This is an optimization exercise on Yosys and OpenROAD, whose aim is small area, a short achievable clock period and few clock cycles, not a production implementation.
At most, simulation tests tie the RTL to the original design; equivalence was not proved.
Power and IR drop assume default switching activity.

== run B ==
Design cnn_classifier, start of the top module:
module cnn_classifier #(
    parameter int NUM_WINDOWS = 10
) (
    input  logic        clk_i,
    input  logic        rst,
    input  logic [15:0] data_i,
    input  logic [7:0]  ctrl_i,    
    output logic [3:0]  class_o,
    output logic        done_o
);
    logic         rst_q;
    logic [15:0]  data_q;
    logic [7:0]   ctrl_q;
    logic [455:0] w;
    logic [44:0]  feat;
    logic         start;
    always_ff @(posedge clk_i) begin
        rst_q  <= rst;
        data_q <= data_i;
        ctrl_q <= ctrl_i;
    end
    weight_regs weight_regs_inst (
        .clk_i  (clk_i),
        .rst_q  (rst_q),
        .data_q (data_q),
        .ctrl_q (ctrl_q),
        .w_o    (w)
    );
    window_conv window_conv_inst (
        .clk_i   (clk_i),
        .rst_q   (rst_q),
        .pix_i   (data_q[8:0]),
        .valid_i (ctrl_q[0]),
        .cw_i    (w[215:0]),
        .feat_o  (feat),
        .start_o (start)
    );
    class_argmax class_argmax_inst (
        .clk_i   (clk_i),
        .rst     (rst),
        .rst_q   (rst_q),
        .start_i (start),
        .feat_i  (feat),
        .clw_i   (w[455:216]),
        .class_o (class_o),
        .done_o  (done_o)
    );
endmodule
clock: 13.0 ns
lec_check: 0
cap_margin: 20
core_margin: 2
core_utilization: 40
cts_cluster_diameter: 100
cts_cluster_size: 30
slew_margin: 20
standard.sh (not shown) runs the stock make flow with config.mk's settings and CLKGATE_MAP_FILE= SYNTH_SCRIPT=/design/flow/synth_recipe.tcl, a recipe that flattens the netlist after the stock synthesis.
==> flow/flow/run.sh <==
#!/bin/bash
# The standard layout, with timing repair aiming at a setup slack of 9.5 ns
# (a shorter critical path than the 13 ns clock needs). Constraints unchanged.
set -euo pipefail
bash standard.sh finish SETUP_SLACK_MARGIN=9.5 ADDER_MAP_FILE= > standard_flow.log 2>&1
Run B went all the way through the flow, and no timing, DRC or antenna check failed.
Setup changes, run B to run D
--- a/flow/design.v
+++ b/flow/design.v
@@ -44,22 +44,25 @@
     input  logic         valid_i,
     input  logic [215:0] cw_i,       
     output logic [44:0]  feat_o,     
     output logic         start_o     
 );
     logic [3:0]  cnt_q;
     logic        wv_q;
     logic        wl_q;
     logic [11:0] ws_a [0:2];
     logic [11:0] ws_b [0:2];
-    logic [11:0] ws_q [0:2];
+    logic [11:0] ws_a_q [0:2];
+    logic [11:0] ws_b_q [0:2];
     logic [14:0] acc_q [0:2];
+    logic [14:0] acc_s [0:2];
+    logic [14:0] acc_c [0:2];
     logic [14:0] acc_d [0:2];
     logic wt_1;
     logic wt_2;
     logic wt_3;
     logic wt_4;
     logic wt_5;
     logic wt_6;
     logic wt_7;
     logic wt_8;
     logic wt_9;
@@ -764,26 +767,31 @@
         end else begin
             wv_q <= valid_i;
             wl_q <= valid_i && (cnt_q == 4'd9);
             if (valid_i) begin
                 cnt_q <= (cnt_q == 4'd9) ? 4'd0 : cnt_q + 4'd1;
             end
         end
     end
     always_ff @(posedge clk_i) begin
         for (int f = 0; f < 3; f++) begin
-            ws_q[f] <= ws_a[f] + ws_b[f];
+            ws_a_q[f] <= ws_a[f];
+            ws_b_q[f] <= ws_b[f];
         end
     end
     always_comb begin
         for (int f = 0; f < 3; f++) begin
-            acc_d[f] = acc_q[f] + {3'b0, ws_q[f]};
+            acc_s[f] = acc_q[f] ^ {3'b0, ws_a_q[f]} ^ {3'b0, ws_b_q[f]};
+            acc_c[f] = {(acc_q[f][13:0] & {2'b0, ws_a_q[f]}) |
+                        (acc_q[f][13:0] & {2'b0, ws_b_q[f]}) |
+                        ({2'b0, ws_a_q[f]} & {2'b0, ws_b_q[f]}), 1'b0};
+            acc_d[f] = acc_s[f] + acc_c[f];
         end
     end
     always_ff @(posedge clk_i) begin
         for (int f = 0; f < 3; f++) begin
             if (rst_q) begin
                 acc_q[f] <= cnn_pkg::ACC_INIT;
             end else if (wv_q) begin
                 acc_q[f] <= wl_q ? cnn_pkg::ACC_INIT : acc_d[f];
             end
         end
## What came out
- The tightest hold margin reported for run D is smaller than that of run B by 10 ps.
- Of the two values seen for critical path launch point, class_argmax_inst.class_o[0] was produced by run D and class_argmax_inst.ps_a_q[2] by run B.
- Re relative max-transition margin: run D and run B aren't equal, and the lower value belongs to run B.
- In run D, the internal power came out 3.0% below the value in run B.
- Relative to run B, combinational power has gone down in run D.
- Going from run B to run D, count of unique library cells instantiated by Yosys grew by more than 10%.
- In the metrics for run D and run B, the one carrying the lower global-route usage is run D.
- Run B → run D: minimum clock period now smaller, clock buffer count from CTS now larger.
- Relative to run B, post-layout total power has decreased by about 0.6% in run D.
- Summary — global-route track usage on met1, run D relative to run B: lower, by 1.2 points.
- Final area, run D and run B, lower one = run D.
Testbench counts of run D, summed over its fixed seeds: cycles 2,632.
The RTL of run B was laid out without a check of its function.

[static timing again, ports no longer ideal]
No port has a modelled driver above. Below, the same layouts with a new extraction and two added sets of constraints. Step 1, drivers: a clkbuf_16 drives clk_i and a buf_2 each remaining input, both assumed. Step 2 moves the port delays by t, midway between the first and last clock arrival at a register: inputs arrive t later, outputs are due t later. That takes back most of the time a late clock gives input paths. a / b / c = no drivers / after step 1 / after step 2; a / b = the first two.
run	shift t [ns]	setup slack, ns	worst register clock-pin slew, ns
run B	0.744	9.147 / 9.147 / 9.147	0.12 / 0.12
run D	0.652	9.367 / 9.303 / 9.510	0.12 / 0.12
After both steps every run listed still meets setup and hold.
